This design comes from an exercise in tuning for small area and a short achievable clock period on the open sky130 flow, not from production work.
The RTL was checked by simulation tests, not by an equivalence proof against the original design.
Power is estimated from default activity; no workload was simulated.

Design wildcard_byte_pattern_search, start of the top module:
module wildcard_byte_pattern_search (
   input  wire logic          clock,
   input  wire logic          reset,
   input  wire logic          req_valid,
   output logic               req_ready,
   input  wire logic [7:0]    req_data_byte,
   input  wire logic          req_last_byte,
   output logic               rsp_valid,
   input  wire logic          rsp_ready,
   output logic               rsp_found,
   output logic [63:0]        rsp_match_address,
   input  wire logic          psel,
   input  wire logic          penable,
   input  wire logic          pwrite,
   input  wire logic [5:0]    paddr,
   input  wire logic [63:0]   pwdata,
   output logic      [63:0]   prdata,
   output logic               pready
);
==> flow/config.mk <==
export PLATFORM = sky130hd
export DESIGN_NAME = wildcard_byte_pattern_search
export DESIGN_NICKNAME = wildcard_byte_pattern_search
export VERILOG_FILES = /design/flow/design.v
export SDC_FILE = /design/flow/constraint.sdc
export NUM_CORES = 4
export LEC_CHECK = 0
export CAP_MARGIN = 20
export CORE_MARGIN = 2
export CORE_UTILIZATION = 40
export CTS_BUF_LIST = sky130_fd_sc_hd__clkbuf_8
export CTS_CLUSTER_DIAMETER = 50
export CTS_CLUSTER_SIZE = 20
export GPL_ROUTABILITY_DRIVEN = 0
export PLACE_DENSITY = 0.75
export SETUP_SLACK_MARGIN = 3.2
export SLEW_MARGIN = 20
export TNS_END_PERCENT = 20
==> flow/constraint.sdc <==
create_clock -name core_clock -period 7.2 [get_ports {clock}]
set_input_delay 1.4400 -clock core_clock [delete_from_list [all_inputs] [get_ports {clock}]]
set_output_delay 1.4400 -clock core_clock [all_outputs]
set_load 0.01 [all_outputs]
standard.sh (not shown) runs the stock make flow with config.mk's settings and CLKGATE_MAP_FILE= SYNTH_SCRIPT=/design/flow/synth_recipe.tcl, a recipe that flattens the netlist after the stock synthesis.
==> flow/flow/run.sh <==
#!/bin/bash
# The standard layout (standard.sh), with two placement and clock-tree choices:
# the port buffers that placement inserts are sky130_fd_sc_hd__buf_1, and the
# clock tree is built without dummy loads. make's output goes to standard.log;
# each ORFS step keeps its own log under orfs/logs.
set -euo pipefail
export BUFFER_PORTS_ARGS="-buffer_cell sky130_fd_sc_hd__buf_1"
export CTS_ARGS="-sink_clustering_enable -repair_clock_nets -sink_clustering_size 20 -sink_clustering_max_diameter 50 -buf_list sky130_fd_sc_hd__clkbuf_8 -dont_use_dummy_load"
bash standard.sh > standard.log 2>&1
The starting point completed with no timing, DRC or antenna violations.
Next try:
--- a/flow/config.mk
+++ b/flow/config.mk
@@ -13,6 +13,5 @@
 export CTS_CLUSTER_SIZE = 20
-export GPL_ROUTABILITY_DRIVEN = 0
-export PLACE_DENSITY = 0.75
-export SETUP_SLACK_MARGIN = 3.2
+export PLACE_DENSITY = 0.6
+export SETUP_SLACK_MARGIN = 3.4
 export SLEW_MARGIN = 20
-export TNS_END_PERCENT = 20
+export TNS_END_PERCENT = 10
What happened: Design area grows by 4.4%; die area does not change; clock power hardly moves.
Next try:
--- a/flow/config.mk
+++ b/flow/config.mk
@@ -7,2 +7,3 @@
 export LEC_CHECK = 0
+export ABC_AREA = 1
 export CAP_MARGIN = 20
@@ -14,4 +15,3 @@
 export PLACE_DENSITY = 0.6
-export SETUP_SLACK_MARGIN = 3.4
+export SETUP_SLACK_MARGIN = 3.0
 export SLEW_MARGIN = 20
-export TNS_END_PERCENT = 10
=> Via count grows by a few percent; setup slack degrades by 250 ps; final area fell by a few percent; register-to-register slack gets better by 30 ps; combinational power decreases by roughly a tenth.
Next try:
--- a/flow/config.mk
+++ b/flow/config.mk
@@ -7,3 +7,2 @@
 export LEC_CHECK = 0
-export ABC_AREA = 1
 export CAP_MARGIN = 20
@@ -14,4 +13,5 @@
 export CTS_CLUSTER_SIZE = 20
-export PLACE_DENSITY = 0.6
-export SETUP_SLACK_MARGIN = 3.0
+export PLACE_DENSITY = 0.75
+export SETUP_SLACK_MARGIN = 3.2
 export SLEW_MARGIN = 20
+export TNS_END_PERCENT = 10
Effect:
- The changed run ran to the end with no violations
- cell area shrinks by a few percent
- power is higher slightly
- via count falls by a few percent
- cell count goes down by roughly a tenth
- worst setup slack improved by 180 ps
- count of clock-buffer cells in the layout does not change
- first-iteration DRC count is higher by a few percent
- die area rises by a few percent
- routed wire length fell by a few percent
- sequential cell count is unchanged
- clock power is about the same

---

Starting RTL as in the previous note.
Settings: LEC_CHECK=0, CAP_MARGIN=20, CORE_MARGIN=2, CORE_UTILIZATION=40, CTS_BUF_LIST=sky130_fd_sc_hd__clkbuf_8, CTS_CLUSTER_DIAMETER=50, CTS_CLUSTER_SIZE=20, PLACE_DENSITY=0.85, SETUP_SLACK_MARGIN=3.2, SLEW_MARGIN=20, TNS_END_PERCENT=20; clock period 7.2 ns.
Scripts as last shown in full above: flow/flow/run.sh
Then changed:
--- a/flow/config.mk
+++ b/flow/config.mk
@@ -13,5 +13,4 @@
 export CTS_CLUSTER_SIZE = 20
-export PLACE_DENSITY = 0.85
-export SETUP_SLACK_MARGIN = 3.2
+export PLACE_DENSITY = 0.6
+export SETUP_SLACK_MARGIN = 3.4
 export SLEW_MARGIN = 20
-export TNS_END_PERCENT = 20
=> The changed run passed the timing, design-rule and antenna checks. Maximum frequency went up slightly. Wire length went up by a few percent. Register-to-register slack improved by 0.17 ns. Sequential cell count stays the same. Clock skew went up by 0.0041 ns. Sequential share of layout area went down by 2.9 points. Final area went up by a few percent. Die area stays the same. Worst hold slack got worse by 0.024 ns. Power went up by a few percent.
Then changed:
--- a/flow/config.mk
+++ b/flow/config.mk
@@ -9,3 +9,3 @@
 export CORE_MARGIN = 2
-export CORE_UTILIZATION = 40
+export CORE_UTILIZATION = 55
 export CTS_BUF_LIST = sky130_fd_sc_hd__clkbuf_8
@@ -13,4 +13,4 @@
 export CTS_CLUSTER_SIZE = 20
-export PLACE_DENSITY = 0.6
-export SETUP_SLACK_MARGIN = 3.4
+export PLACE_DENSITY = 0.7
+export SETUP_SLACK_MARGIN = 3.0
 export SLEW_MARGIN = 20
After rerunning: The new run completed with no timing, DRC or antenna violations; sequential power stays flat; maximum frequency goes down by about 3%; setup slack is worse by 0.13 ns; power goes down by about 7%.
Then changed:
--- a/flow/flow/run.sh
+++ b/flow/flow/run.sh
@@ -7,3 +7,3 @@
 export BUFFER_PORTS_ARGS="-buffer_cell sky130_fd_sc_hd__buf_1"
-export CTS_ARGS="-sink_clustering_enable -repair_clock_nets -sink_clustering_size 20 -sink_clustering_max_diameter 50 -buf_list sky130_fd_sc_hd__clkbuf_8 -dont_use_dummy_load"
+export CTS_ARGS="-sink_clustering_enable -repair_clock_nets -sink_clustering_size 30 -sink_clustering_max_diameter 80 -buf_list sky130_fd_sc_hd__clkbuf_16 -dont_use_dummy_load"
 bash standard.sh > standard.log 2>&1
--- a/flow/config.mk
+++ b/flow/config.mk
@@ -9,8 +9,9 @@
 export CORE_MARGIN = 2
-export CORE_UTILIZATION = 55
-export CTS_BUF_LIST = sky130_fd_sc_hd__clkbuf_8
-export CTS_CLUSTER_DIAMETER = 50
-export CTS_CLUSTER_SIZE = 20
-export PLACE_DENSITY = 0.7
-export SETUP_SLACK_MARGIN = 3.0
+export CORE_UTILIZATION = 40
+export CTS_BUF_LIST = sky130_fd_sc_hd__clkbuf_16
+export CTS_CLUSTER_DIAMETER = 80
+export CTS_CLUSTER_SIZE = 30
+export PLACE_DENSITY = 0.75
+export SETUP_SLACK_MARGIN = 3.2
 export SLEW_MARGIN = 20
+export TNS_END_PERCENT = 20
Result: Via count rose by 1.1%. Power rose by 1.4%. Setup slack gains 0.15 ns. Clock-buffer cell count fell by 14. Cell count rose by 6.1%. Global-route usage fell by 5.9 points. Clock power rose by about 2%. Critical path depth does not change. Hold slack gains 0.044 ns. Wire length rose by 8.4%. Die area rose by 37%.
Then changed:
==> flow/flow/run.sh (replaced) <==
#!/bin/bash
# The standard layout (standard.sh), with these placement and clock-tree
# choices: the port buffers that placement inserts are sky130_fd_sc_hd__buf_1,
# the clock tree is built without dummy loads, and after floorplan the logic
# on the slowest paths is remapped for timing. make's output goes to
# standard.log; each ORFS step keeps its own log under orfs/logs.
set -euo pipefail
export BUFFER_PORTS_ARGS="-buffer_cell sky130_fd_sc_hd__buf_1"
export CTS_ARGS="-sink_clustering_enable -repair_clock_nets -sink_clustering_size 20 -sink_clustering_max_diameter 50 -buf_list sky130_fd_sc_hd__clkbuf_8 -dont_use_dummy_load"
export POST_FLOORPLAN_TCL="$PWD/flow/post_floorplan.tcl"
mkdir -p orfs
bash standard.sh > standard.log 2>&1
==> flow/flow/post_floorplan.tcl (new file) <==
# Remap the logic cones on the slowest paths with timing-driven ABC.
restructure -target timing -slack_threshold 3.3 \
  -liberty_file /OpenROAD-flow-scripts/flow/platforms/sky130hd/lib/sky130_fd_sc_hd__tt_025C_1v80.lib \
  -tielo_port sky130_fd_sc_hd__conb_1/LO -tiehi_port sky130_fd_sc_hd__conb_1/HI \
  -work_dir [file join $::env(OBJECTS_DIR) rmp]
--- a/flow/config.mk
+++ b/flow/config.mk
@@ -10,6 +10,6 @@
 export CORE_UTILIZATION = 40
-export CTS_BUF_LIST = sky130_fd_sc_hd__clkbuf_16
-export CTS_CLUSTER_DIAMETER = 80
-export CTS_CLUSTER_SIZE = 30
-export PLACE_DENSITY = 0.75
+export CTS_BUF_LIST = sky130_fd_sc_hd__clkbuf_8
+export CTS_CLUSTER_DIAMETER = 50
+export CTS_CLUSTER_SIZE = 20
+export PLACE_DENSITY = 0.6
 export SETUP_SLACK_MARGIN = 3.2
After rerunning: Now the flow stopped in floorplan (2_1_floorplan) with RMP-0003; area after synthesis does not change; synthesized cell count does not change.
Then changed:
==> flow/flow/run.sh (replaced) <==
#!/bin/bash
# The standard layout (standard.sh), with two placement and clock-tree choices:
# the port buffers that placement inserts are sky130_fd_sc_hd__buf_1, and the
# clock tree is built without dummy loads. make's output goes to standard.log;
# each ORFS step keeps its own log under orfs/logs.
set -euo pipefail
export BUFFER_PORTS_ARGS="-buffer_cell sky130_fd_sc_hd__buf_1"
export CTS_ARGS="-sink_clustering_enable -repair_clock_nets -sink_clustering_size 20 -sink_clustering_max_diameter 50 -buf_list sky130_fd_sc_hd__clkbuf_8 -dont_use_dummy_load"
bash standard.sh > standard.log 2>&1
--- a/flow/config.mk
+++ b/flow/config.mk
@@ -13,4 +13,4 @@
 export CTS_CLUSTER_SIZE = 20
-export PLACE_DENSITY = 0.6
-export SETUP_SLACK_MARGIN = 3.2
+export PLACE_DENSITY = 0.75
+export SETUP_SLACK_MARGIN = 3.3
 export SLEW_MARGIN = 20
removed: flow/flow/post_floorplan.tcl
Result: This time the run completed with no timing, DRC or antenna violations; synthesized cell count does not change; synthesized area stays the same.

## static timing again, ports no longer ideal
No port has a modelled driver above. Below, the same layouts with a new extraction and two added sets of constraints. Step 1 (the two cells are an assumption about what drives the block):
set clk [get_ports {clock}]
set_driving_cell -lib_cell sky130_fd_sc_hd__clkbuf_16 $clk
set_driving_cell -lib_cell sky130_fd_sc_hd__buf_2 [delete_from_list [all_inputs] $clk]
Step 2, shift: input delay + t, output delay - t, t = (earliest + latest rising clock arrival at the registers) / 2. This alone moves slack from input paths to output paths. Slacks: ideal / step 1 / step 2; pairs: ideal / step 1.
run | t (ns) | setup slack, ns | worst setup path after step 2 | latest minus earliest clock arrival (ns) | worst register clock-pin slew, ns
the first run of note 1 | 0.655 | 3.101 / 2.960 / 2.960 | input to output | 0.097 / 0.098 | 0.11 / 0.11
the second run of note 1 | 0.636 | 3.206 / 3.057 / 3.057 | input to output | 0.102 / 0.102 | 0.11 / 0.11
the third run of note 1 | 0.585 | 2.956 / 2.912 / 2.912 | input to output | 0.067 / 0.067 | 0.10 / 0.10
the fourth run of note 1 | 0.576 | 3.139 / 2.912 / 2.912 | input to output | 0.071 / 0.071 | 0.09 / 0.09
the first run of note 2 | 0.631 | 3.105 / 2.964 / 2.964 | input to output | 0.104 / 0.104 | 0.12 / 0.12
the second run of note 2 | 0.597 | 3.162 / 2.999 / 2.981 | input to register | 0.108 / 0.108 | 0.10 / 0.10
the third run of note 2 | 0.634 | 3.036 / 2.975 / 2.975 | input to output | 0.044 / 0.044 | 0.11 / 0.11
the fourth run of note 2 | 0.551 | 3.183 / 2.950 / 2.950 | input to output | 0.057 / 0.058 | 0.12 / 0.12
the sixth run of note 2 | 0.575 | 3.224 / 2.975 / 2.975 | input to output | 0.079 / 0.080 | 0.10 / 0.10
After both steps setup and hold are still met in every run listed. The setup slack of the sixth run of note 2, which loses most, moves by -0.249 ns with the drivers and by -0.249 ns with both steps.
